This design comes from an exercise in tuning for small area, a short achievable clock period and few clock cycles per item on the open sky130 flow, not from production work. Power and IR drop assume default switching activity.

Design conv_engine_top, start of the top module:
module conv_engine_top (
    input  logic                            clk,
    input  logic                            rst_n,
    input  logic                            in_valid,
    input  logic [conv_pkg::DATA_WIDTH-1:0] in_data,
    input  logic                            in_is_weight,
    input  logic                            out_credit,
    output logic                            in_credit,
    output logic                            out_valid,
    output logic [conv_pkg::DATA_WIDTH-1:0] out_data
);
==> module mac_array, before the edit <==
module mac_array (
    input  logic                                                    clk,
    input  logic                                                    rst_n,
    input  logic                                                    head_valid,
    input  logic                                                    head_is_weight,
    input  logic [conv_pkg::DATA_WIDTH-1:0]                         head_data,
    input  logic [conv_pkg::PIX_W-1:0]                              phase,
    input  logic                                                    drain_free,
    input  logic [conv_pkg::OUT_CHANNELS*conv_pkg::DATA_WIDTH-1:0]  weights,
    input  logic [conv_pkg::OUT_CHANNELS*conv_pkg::DATA_WIDTH-1:0]  biases,
    output logic                                                    pixel_pop,
    output logic [conv_pkg::OUT_CHANNELS-1:0]                       acc_done,
    output logic [conv_pkg::OUT_CHANNELS*conv_pkg::ACC_WIDTH-1:0]   acc
);
    localparam DW    = conv_pkg::DATA_WIDTH;
    localparam AW    = conv_pkg::ACC_WIDTH;
    localparam OC    = conv_pkg::OUT_CHANNELS;
    localparam LEN   = conv_pkg::PIXELS;
    localparam PIX_W = conv_pkg::PIX_W;
    logic [PIX_W-1:0] next_pixel;
    logic             last_pixel;
    logic [DW-1:0]    pixel_q [0:OC-1];
    logic [OC-1:0]    valid_q;
    logic [OC-1:0]    first_q;
    logic [OC-1:0]    last_q;
    assign last_pixel = (next_pixel == LEN - 1);
    assign pixel_pop  = head_valid && !head_is_weight && (phase == next_pixel) &&
                        (!last_pixel || drain_free);
    always_ff @(posedge clk or negedge rst_n) begin
        if (!rst_n) begin
            next_pixel <= '0;
            valid_q    <= '0;
            first_q    <= '0;
            last_q     <= '0;
            acc_done   <= '0;
        end else begin
            if (pixel_pop) begin
                next_pixel <= last_pixel ? '0 : next_pixel + 1'b1;
            end
            valid_q  <= {valid_q[OC-2:0], pixel_pop};
            first_q  <= {first_q[OC-2:0], pixel_pop && (next_pixel == '0)};
            last_q   <= {last_q[OC-2:0], pixel_pop && last_pixel};
            acc_done <= last_q;
        end
    end
    always_ff @(posedge clk) begin
        pixel_q[0] <= pixel_pop ? head_data : '0;
        for (int l = 1; l < OC; l = l + 1) begin
            pixel_q[l] <= pixel_q[l-1];
        end
    end
    localparam logic [AW-1:0] WINDOW_K = AW'(-LEN * ((1 << 15) - (1 << 7)));
    localparam SEG = 7;
    genvar g;
    generate
        for (g = 0; g < OC; g = g + 1) begin : g_lane
            logic [DW-1:0] w;
            logic [DW-1:0] p;
            logic [DW-1:0] b;
            logic [AW-1:0] sum_q;
            logic [1:0]    cy_q;
            logic [1:0]    cy_in;
            logic [AW-1:0] base;
            logic [AW-1:0] r [0:DW];
            assign w = weights[g*DW +: DW];
            assign p = pixel_q[g];
            assign b = biases[g*DW +: DW];
            for (genvar i = 0; i < DW; i = i + 1) begin : g_row
                assign r[i] = AW'({valid_q[g] & ~(p[i] & w[DW-1]), {(DW-1){p[i]}} & w[DW-2:0]}) << i;
            end
            assign base  = first_q[g] ? AW'({{(AW-DW){b[DW-1]}}, b}) + WINDOW_K : sum_q;
            assign r[DW] = base;
            assign cy_in = first_q[g] ? 2'b00 : cy_q;
            logic [AW-1:0] a0, b0, a1, b1, a2, b2, c0, d0, c1, d1, e0, f0, s4, c4;
            assign a0 = r[0] ^ r[1] ^ r[2];
            assign b0 = ((r[0] & r[1]) | (r[0] & r[2]) | (r[1] & r[2])) << 1;
            assign a1 = r[3] ^ r[4] ^ r[5];
            assign b1 = ((r[3] & r[4]) | (r[3] & r[5]) | (r[4] & r[5])) << 1;
            assign a2 = r[6] ^ r[7] ^ r[8];
            assign b2 = ((r[6] & r[7]) | (r[6] & r[8]) | (r[7] & r[8])) << 1;
            assign c0 = a0 ^ b0 ^ a1;
            assign d0 = ((a0 & b0) | (a0 & a1) | (b0 & a1)) << 1;
            assign c1 = b1 ^ a2 ^ b2;
            assign d1 = ((b1 & a2) | (b1 & b2) | (a2 & b2)) << 1;
            assign e0 = c0 ^ d0 ^ c1;
            assign f0 = ((c0 & d0) | (c0 & c1) | (d0 & c1)) << 1;
            assign s4 = e0 ^ f0 ^ d1;
            assign c4 = ((e0 & f0) | (e0 & d1) | (f0 & d1)) << 1;
            logic [SEG:0] seg0, seg1;
            logic [SEG-1:0] seg2;
            assign seg0 = {1'b0, s4[SEG-1:0]} + {1'b0, c4[SEG-1:0]};
            assign seg1 = {1'b0, s4[2*SEG-1:SEG]} + {1'b0, c4[2*SEG-1:SEG]} + cy_in[0];
            assign seg2 = s4[AW-1:2*SEG] + c4[AW-1:2*SEG] + cy_in[1];
            always_ff @(posedge clk) begin
                sum_q <= {seg2, seg1[SEG-1:0], seg0[SEG-1:0]};
                cy_q  <= {seg1[SEG], seg0[SEG]};
            end
            assign acc[g*AW +: AW] = sum_q + (AW'(cy_q[0]) << SEG) + (AW'(cy_q[1]) << (2*SEG));
        end
    endgenerate
endmodule
Settings: LEC_CHECK=0, CAP_MARGIN=20, CORE_MARGIN=2, CORE_UTILIZATION=40, SETUP_SLACK_MARGIN=0.5, SLEW_MARGIN=20; clock period 13.0 ns.
run.sh (not shown) runs the stock make flow with config.mk's settings and CLKGATE_MAP_FILE= SYNTH_SCRIPT=/design/flow/synth_recipe.tcl, a recipe that flattens the netlist after the stock synthesis.
The starting point ran to the end with no violations.
Then changed:
--- a/flow/design.v
+++ b/flow/design.v
@@ -173,85 +173,86 @@
     logic [PIX_W-1:0] next_pixel;
     logic             last_pixel;
     logic [DW-1:0]    pixel_q [0:OC-1];
     logic [OC-1:0]    valid_q;
     logic [OC-1:0]    first_q;
     logic [OC-1:0]    last_q;
+    logic [OC-1:0]    first_qq;
+    logic [OC-1:0]    last_qq;
     assign last_pixel = (next_pixel == LEN - 1);
     assign pixel_pop  = head_valid && !head_is_weight && (phase == next_pixel) &&
                         (!last_pixel || drain_free);
     always_ff @(posedge clk or negedge rst_n) begin
         if (!rst_n) begin
             next_pixel <= '0;
             valid_q    <= '0;
             first_q    <= '0;
             last_q     <= '0;
+            first_qq   <= '0;
+            last_qq    <= '0;
             acc_done   <= '0;
         end else begin
             if (pixel_pop) begin
                 next_pixel <= last_pixel ? '0 : next_pixel + 1'b1;
             end
             valid_q  <= {valid_q[OC-2:0], pixel_pop};
             first_q  <= {first_q[OC-2:0], pixel_pop && (next_pixel == '0)};
             last_q   <= {last_q[OC-2:0], pixel_pop && last_pixel};
-            acc_done <= last_q;
+            first_qq <= first_q;
+            last_qq  <= last_q;
+            acc_done <= last_qq;
         end
     end
     always_ff @(posedge clk) begin
         pixel_q[0] <= pixel_pop ? head_data : '0;
         for (int l = 1; l < OC; l = l + 1) begin
             pixel_q[l] <= pixel_q[l-1];
         end
     end
     localparam logic [AW-1:0] WINDOW_K = AW'(-LEN * ((1 << 15) - (1 << 7)));
-    localparam SEG = 7;
+    localparam PW = 2 * DW;
     genvar g;
     generate
         for (g = 0; g < OC; g = g + 1) begin : g_lane
             logic [DW-1:0] w;
             logic [DW-1:0] p;
             logic [DW-1:0] b;
-            logic [AW-1:0] sum_q;
-            logic [1:0]    cy_q;
-            logic [1:0]    cy_in;
+            logic [PW-1:0] r [0:DW-1];
+            logic [PW-1:0] prod_s;
+            logic [PW-1:0] prod_c;
             logic [AW-1:0] base;
-            logic [AW-1:0] r [0:DW];
             assign w = weights[g*DW +: DW];
             assign p = pixel_q[g];
             assign b = biases[g*DW +: DW];
             for (genvar i = 0; i < DW; i = i + 1) begin : g_row
-                assign r[i] = AW'({valid_q[g] & ~(p[i] & w[DW-1]), {(DW-1){p[i]}} & w[DW-2:0]}) << i;
+                assign r[i] = PW'({valid_q[g] & ~(p[i] & w[DW-1]), {(DW-1){p[i]}} & w[DW-2:0]}) << i;
             end
-            assign base  = first_q[g] ? AW'({{(AW-DW){b[DW-1]}}, b}) + WINDOW_K : sum_q;
-            assign r[DW] = base;
-            assign cy_in = first_q[g] ? 2'b00 : cy_q;
-            logic [AW-1:0] a0, b0, a1, b1, a2, b2, c0, d0, c1, d1, e0, f0, s4, c4;
+            logic [PW-1:0] a0, b0, a1, b1, c0, d0, c1, d1, e0, f0, s4, c4;
             assign a0 = r[0] ^ r[1] ^ r[2];
             assign b0 = ((r[0] & r[1]) | (r[0] & r[2]) | (r[1] & r[2])) << 1;
             assign a1 = r[3] ^ r[4] ^ r[5];
             assign b1 = ((r[3] & r[4]) | (r[3] & r[5]) | (r[4] & r[5])) << 1;
-            assign a2 = r[6] ^ r[7] ^ r[8];
-            assign b2 = ((r[6] & r[7]) | (r[6] & r[8]) | (r[7] & r[8])) << 1;
             assign c0 = a0 ^ b0 ^ a1;
             assign d0 = ((a0 & b0) | (a0 & a1) | (b0 & a1)) << 1;
-            assign c1 = b1 ^ a2 ^ b2;
-            assign d1 = ((b1 & a2) | (b1 & b2) | (a2 & b2)) << 1;
+            assign c1 = b1 ^ r[6] ^ r[7];
+            assign d1 = ((b1 & r[6]) | (b1 & r[7]) | (r[6] & r[7])) << 1;
             assign e0 = c0 ^ d0 ^ c1;
             assign f0 = ((c0 & d0) | (c0 & c1) | (d0 & c1)) << 1;
             assign s4 = e0 ^ f0 ^ d1;
             assign c4 = ((e0 & f0) | (e0 & d1) | (f0 & d1)) << 1;
-            logic [SEG:0] seg0, seg1;
-            logic [SEG-1:0] seg2;
-            assign seg0 = {1'b0, s4[SEG-1:0]} + {1'b0, c4[SEG-1:0]};
-            assign seg1 = {1'b0, s4[2*SEG-1:SEG]} + {1'b0, c4[2*SEG-1:SEG]} + cy_in[0];
-            assign seg2 = s4[AW-1:2*SEG] + c4[AW-1:2*SEG] + cy_in[1];
             always_ff @(posedge clk) begin
-                sum_q <= {seg2, seg1[SEG-1:0], seg0[SEG-1:0]};
-                cy_q  <= {seg1[SEG], seg0[SEG]};
+                prod_s <= s4;
+                prod_c <= c4;
+            end
+            assign base = first_qq[g] ? AW'({{(AW-DW){b[DW-1]}}, b}) + WINDOW_K : acc[g*AW +: AW];
+            logic [AW-1:0] ts, tc;
+            assign ts = base ^ AW'(prod_s) ^ AW'(prod_c);
+            assign tc = ((base & AW'(prod_s)) | (base & AW'(prod_c)) | (AW'(prod_s) & AW'(prod_c))) << 1;
+            always_ff @(posedge clk) begin
+                acc[g*AW +: AW] <= ts + tc;
             end
-            assign acc[g*AW +: AW] = sum_q + (AW'(cy_q[0]) << SEG) + (AW'(cy_q[1]) << (2*SEG));
         end
     endgenerate
 endmodule
 `timescale 1ns/1ps
 module result_drain (
     input  logic                                                  clk,
Setup slack is better by 0.33 ns; routed wire length increases by 4.8%; non-clock buffer count decreases by 6; utilization is about the same; global-route usage decreases by 0.29 points; sequential power increases by about 4.5%; cell count increases by 5.0%; total power increases by 0.85%.
No functional check of the RTL was part of any run of this note.

[afterwards: timing with drivers on the ports]
How much do the figures lean on ideal ports? The routed layouts below were timed once more, with nothing changed but the port constraints. Step 1 assumes that a clkbuf_16 drives the clock port and a buf_2 every other input. Step 2 adds t to the input delays and takes it off the output delays; t is the mean of the earliest and latest rising clock arrival at the registers after step 1. Input paths then give back, and output paths get back, about the clock's delay inside the block. a / b / c = ideal ports / drivers / drivers and shift; a / b = the first two.
| run | t, ns | slack for setup (ns) | latest minus earliest clock arrival (ns) | slew at the worst register clock pin (ns) | pins driven straight from the clock port |
|---|---|---|---|---|---|
| the first run | 0.919 | 8.110 / 8.110 / 8.110 | 0.085 / 0.086 | 0.07 / 0.07 | 1 |
| the second run | 0.958 | 8.437 / 8.354 / 8.717 | 0.085 / 0.085 | 0.07 / 0.07 | 1 |
After both steps every run listed still meets setup and hold.
